This is an optimization exercise on Yosys and OpenROAD, whose aim is small area and a short achievable clock period, not a production implementation. Function was checked by simulation only, so behaviour that the tests miss may differ from the original.

## flow/design.v (module list and top-level ports; edited modules follow where they fit)
// module coefficient_regs: 69 lines
// module state_chain: 29 lines
// module stage2_a: 250 lines
// module stage2_b: 437 lines
// module den_add: 80 lines
// module mul_cs: 560 lines
// module iir_filter: 187 lines
module iir_filter (
	input  logic clk,
	input  logic rst,
	input  logic signed [14:0] data,
	input  logic data_en,
	input  logic wb_cyc,
	input  logic wb_stb,
	input  logic wb_we,
	input  logic [2:0] wb_adr,
	input  logic [31:0] wb_dat_i,
	output logic [31:0] wb_dat_o,
	output logic wb_ack,
	output logic signed [14:0] data_out,
	output logic data_out_en
);
  // ...
==> flow/flow/run.sh <==
#!/bin/bash
# The standard layout (standard.sh) with one placement option changed:
# the input and output ports are buffered with buf_2 cells instead of the
# cell buffer_ports picks by itself. The make output goes to standard.log;
# ORFS keeps each step's own log in orfs/logs.
set -o pipefail
export BUFFER_PORTS_ARGS="-buffer_cell sky130_fd_sc_hd__buf_2"
bash standard.sh finish > standard.log 2>&1
==> flow/standard.sh <==
#!/bin/bash
# synth_recipe.tcl (not shown) runs the flow's synth.tcl, then flattens the netlist and writes it again
# the make line also repeats each setting of config.mk as NAME=value (left out here)
make -C /OpenROAD-flow-scripts/flow DESIGN_CONFIG=/design/flow/config.mk WORK_HOME=/design/flow/orfs CLKGATE_MAP_FILE= SYNTH_SCRIPT=/design/flow/synth_recipe.tcl "${@:-finish}"
==> flow/config.mk <==
export PLATFORM = sky130hd
export DESIGN_NAME = iir_filter
export DESIGN_NICKNAME = iir_filter
export VERILOG_FILES = /design/flow/design.v
export SDC_FILE = /design/flow/constraint.sdc
export NUM_CORES = 4
export LEC_CHECK = 0
export ABC_AREA = 1
export CAP_MARGIN = 20
export CORE_MARGIN = 2
export CORE_UTILIZATION = 50
export CTS_CLUSTER_DIAMETER = 75
export CTS_CLUSTER_SIZE = 30
export SETUP_SLACK_MARGIN = 4.4
export SLEW_MARGIN = 20
==> flow/constraint.sdc <==
create_clock -name core_clock -period 8.0 [get_ports {clk}]
set_input_delay 1.6000 -clock core_clock [delete_from_list [all_inputs] [get_ports {clk}]]
set_output_delay 1.6000 -clock core_clock [all_outputs]
set_load 0.01 [all_outputs]
==> run summary, run 1 <==
Max-Cap Viols=0; Met1 Wirelength=38,860 um; Main synth FF type=dfrtp_1; met1 Use GR=0.3870; syn nets=4,061; CTS tree=built; DRT Pass-1 Iters=6; crit-path max FO=44; endpoints failing hold=0; Critical Path Start Type=register; Post-synth EDFFs=0; die width=254.9 um; Clk Latency, worst-skew pair=610 ps; minimum clock period=3518 ps; Multi-Input Combinational=2,290; Post-DP HPWL=69,970 um; dpl cells=4,432; Final setup viols=0; Reg-to-Reg Start=s[1]$_DFF_PP0_; Crit-path slowest cell=fa_1; sequential share of the synthesized area=0.3756; GPL Wtd Cong=0.9306; number of global-route vias before repair=25,083; Final Skew=40.98 ps; Async SR Flop Fraction=0.5953; R2R setup slack=4480 ps; Buffers & Inverters on Critical Path=4; FF+latch count, synth=509; vias per cell=5.529; ranking of synthesized cells by area=dfrtp_1 17%, fa_1 15%, dfxtp_1 13%, dfstp_2 7.8%, inv_1 7.7%; Compound-Gate Fraction of Synth Area=0.1496; io pins=105; DIE AREA=0.06499 mm2; status=no timing/DRC/antenna violations; max layer used=met5; Post-DP Area=0.03248 mm2
==> inputs of run 2 (changes only) <==
--- a/flow/config.mk
+++ b/flow/config.mk
@@ -11,5 +11,5 @@
 export CORE_UTILIZATION = 50
 export CTS_CLUSTER_DIAMETER = 75
 export CTS_CLUSTER_SIZE = 30
-export SETUP_SLACK_MARGIN = 4.4
+export SETUP_SLACK_MARGIN = 4.8
 export SLEW_MARGIN = 20
==> run 2 against run 1 <==
  * Register-to-register slack better by 220 ps
  * Fmax is 6.8% higher
  * Hold slack worse by 0.83 ps
  * Clock skew is 1.3 ps lower
  * First-iteration DRC count is 19% higher
  * Cell count is 2.1% higher
  * Count of clock-buffer cells in the layout is 1 lower
  * Still clean
  * Non-clock buffer count is 90 higher
==> run summary, run 2 <==
Post-Synth Adder-Cell Area=0.1918; Worst Setup Path Type=register to register; most common cell after layout, fill and taps aside=inv_1; cell with the most instances after synthesis=inv_1; TNS Setup=0 ps; clk slew on worst S/H paths=110 ps; H-tree levels=2; Post-Synthesis Cell Area=0.03148 mm2; commonest non-fill, non-tap cells in the layout=567 x inv_1, 566 x nand2_1, 271 x o21ai_0; max layer used=met5; layout cells sized above 1=0.2003; Main synth FF type=dfrtp_1; DR WL/cell=21.86 um; crit-path max FO=5 (-89%); WL met2=48,670 um; Critical Path Start Type=register; number of global-route vias before repair=25,493 (+1.6%); simple-gate share of the synthesized area=0.1104; CP Capture Type=register; sequential share of the synthesized area=0.3756 (unchanged); Hold WC Path Type=register to register; final WL=100,900 um; Met1 Wirelength=40,770 um (+4.9%); Arr. time, crit path=3800 ps; WHS=359.3 ps; Port Buf Inserts=97; largest net degree at the start of global routing=138; Post-DP Area=0.03247 mm2 (about the same); Final setup viols=0 (unchanged); antenna violations before repair=10; Max-Cap Viols=0 (unchanged); DIE AREA=0.06499 mm2 (unchanged); Post-synth top cells=643 x inv_1, 605 x nand2_1, 312 x o21ai_0; chip height=254.9 um; Syn. warnings=3; pre-CTS setup slack=3736 ps; ANT nets after route=0; Clk Latency, worst-skew pair=600 ps (about the same); main combinational cell family by area after synthesis=adder cells; vias=25,651; multiplexer share of the synthesized area=0; die width=254.9 um (unchanged); Final Skew=39.68 ps (-1.297 ps); clock buffer count from CTS=35; post-synth top area share=0.1661; minimum clock period=3294 ps (-224.3 ps); Overall Global Routing Usage=0.3105; Post-Synthesis Cells=3,661; endpoints failing hold=0 (unchanged); FF+latch count, synth=509 (unchanged); ranking of synthesized cells by area=dfrtp_1 17%, fa_1 15%, dfxtp_1 13%, dfstp_2 7.8%, inv_1 7.7%; area delta synth->final=15.51%; Root Driver=clkbuf_16; CTS tree=built; gr ovfl total=0; Synth area leader=dfrtp_1; Starting Density=0.5083; Post-Syn Area per Cell=8.599 um2; vias per cell=5.557 (+0.51%); status=no timing/DRC/antenna violations; row count=91; Final Cycle Share=0.4117; Critical Path RT=8510 ps; CTS Hold Bufs=0; Post-DP HPWL=70,060 um (+0.13%); Post-synth EDFFs=0 (unchanged); slew margin rel.=0.3378; CTS Buffer Depth=3; DRT Pass-1 Iters=6 (unchanged); RSZ-0062 raised after global routing=yes; initial drt markers=2,524; Cell variety after synth=44; cell area after layout=0.03636 mm2; worst-margin pin slew=990.0 ps; fin nets=4,150; first-pass GRT wire length=151,600 um; CTS sink cnt=509; io pins=105 (unchanged); syn nets=4,061 (unchanged); achievable clock frequency=303.6 MHz; routed wl met3=6933 um; DRC errors left=0; GPL Wtd Cong=0.9480 (+1.9%); Final Slew Violations=0; Async SR Flop Fraction=0.5953 (unchanged); core area=0.06194 mm2; fin worst setup slack=4706 ps; XOR/XNOR Fraction of Synth Area=0.06621; Compound-Gate Fraction of Synth Area=0.1496 (unchanged)
run 2: cell count changes in the layout (fill, tap and decap cells not counted), moves of 37 or more:
cell,delta
nor2_1,-44
inv_2,+58
fa_2,+42
buf_4,+66
inv_1,-67
o21ai_0,-37
fa_1,-42
run 2: repair_timing:
action | CTS | global route
pin swaps | 87 | 120
cloned | 6 | 4
setup buffers | 45 | 66
gates resized for setup | 235 | 241
endpoints found under the setup margin | 248 | 144
endpoints found under the hold margin | 0 | 0
run 2: through the flow:
step / utilization / std cells
4_1_cts: 0.5649 / 4542
3_3_place_gp: 0.5243 / 4429
2_1_floorplan: - / 3661
6_report: 0.5871 / 4616
5_1_grt: 0.5870 / 4613
3_5_place_dp: 0.5243 / 4429
run 2: logic make-up (layout without fill, tap and decap cells):
kind of cell,count (synthesis),after routing
AO/OA/AOI/OAI,827,827
XOR/XNOR,238,238
buffers and inverters,863,974
AND/OR/NAND/NOR,880,883
other,0,4
flip-flops,509,509
adder cells (fa/ha/maj),344,344
run 2: cell type report:
| type | instances | area [um2] |
|---|---|---|
| Fill cell | 5438 | 25570 |
| Clock buffer | 37 | 883.3 |
| Clock inverter | 25 | 382.9 |
| Timing Repair inverter | 2 | 10.01 |
| Tap cell | 837 | 1047 |
| Multi-Input combinational cell | 2292 | 17690 |
| Sequential cell | 509 | 11870 |
| Inverter | 669 | 2592 |
| Timing Repair Buffer | 241 | 1872 |
| Antenna cell | 4 | 10.01 |
run 2: final timing paths:
| check | startpoint | to | slack (ps) | cells after the start |
|---|---|---|---|---|
| min | s[3]$_DFF_PP0_ | s[4]$_DFF_PP0_ | 360 | 0 |
| max in group asynchronous | rst | s[1]$_DFF_PP0_ | 5110 | 4 |
| max reg2reg | s[1]$_DFF_PP0_ | num_s[13]$_DFFE_PP0P_ | 4710 | 12 |
| min reg2reg | s[3]$_DFF_PP0_ | s[4]$_DFF_PP0_ | 360 | 0 |
| min in group asynchronous | rst | i_coefficient_regs.g_b3[6]$_DFFE_PP0P_ | 1070 | 2 |
| max | s[1]$_DFF_PP0_ | num_s[13]$_DFFE_PP0P_ | 4710 | 12 |
run 2: routing by layer:
metal / vias up / GRT usage
li1: 11800 / -
met1: 12583 / 0.4025
met2: 1036 / 0.5224
met3: 220 / 0.04607
met4: 12 / 0.1265
met5: - / 0
run 2: worst max-delay path, cell delays in order (launching register included):
cell,delay (ps)
dfrtp_4,560
buf_12,140
buf_12,140
nor2_4,50
fa_2,560
inv_2,40
fa_2,330
fa_2,530
inv_2,40
fa_2,560
buf_12,120
nand2_1,40
o21ai_1,80

==> port drivers added, routing unchanged <==
In the flow no input, the clock included, has a driving cell. The finished layouts below were timed again as built, in two steps.
Step 1: set_driving_cell puts a clkbuf_16 on clk and a buf_2 on each other input, an assumption about the parent block.
Step 2 moves the port delays by t, midway between the first and last clock arrival at a register: inputs arrive t later, outputs are due t later. That takes back most of the time a late clock gives input paths.
Three values: ideal, step 1, step 2; two values: the first two.
run	t, ns	setup WS [ns]	worst setup path after step 2	worst register clock-pin slew, ns
run 1	0.647	4.482 / 4.482 / 3.915	input to register	0.11 / 0.11
run 2	0.643	4.706 / 4.706 / 4.265	input to register	0.11 / 0.11
After both steps every run listed still meets setup and hold. For run 1, which loses most, drivers alone change the setup slack by 0.000 ns; drivers and shift together by -0.567 ns.
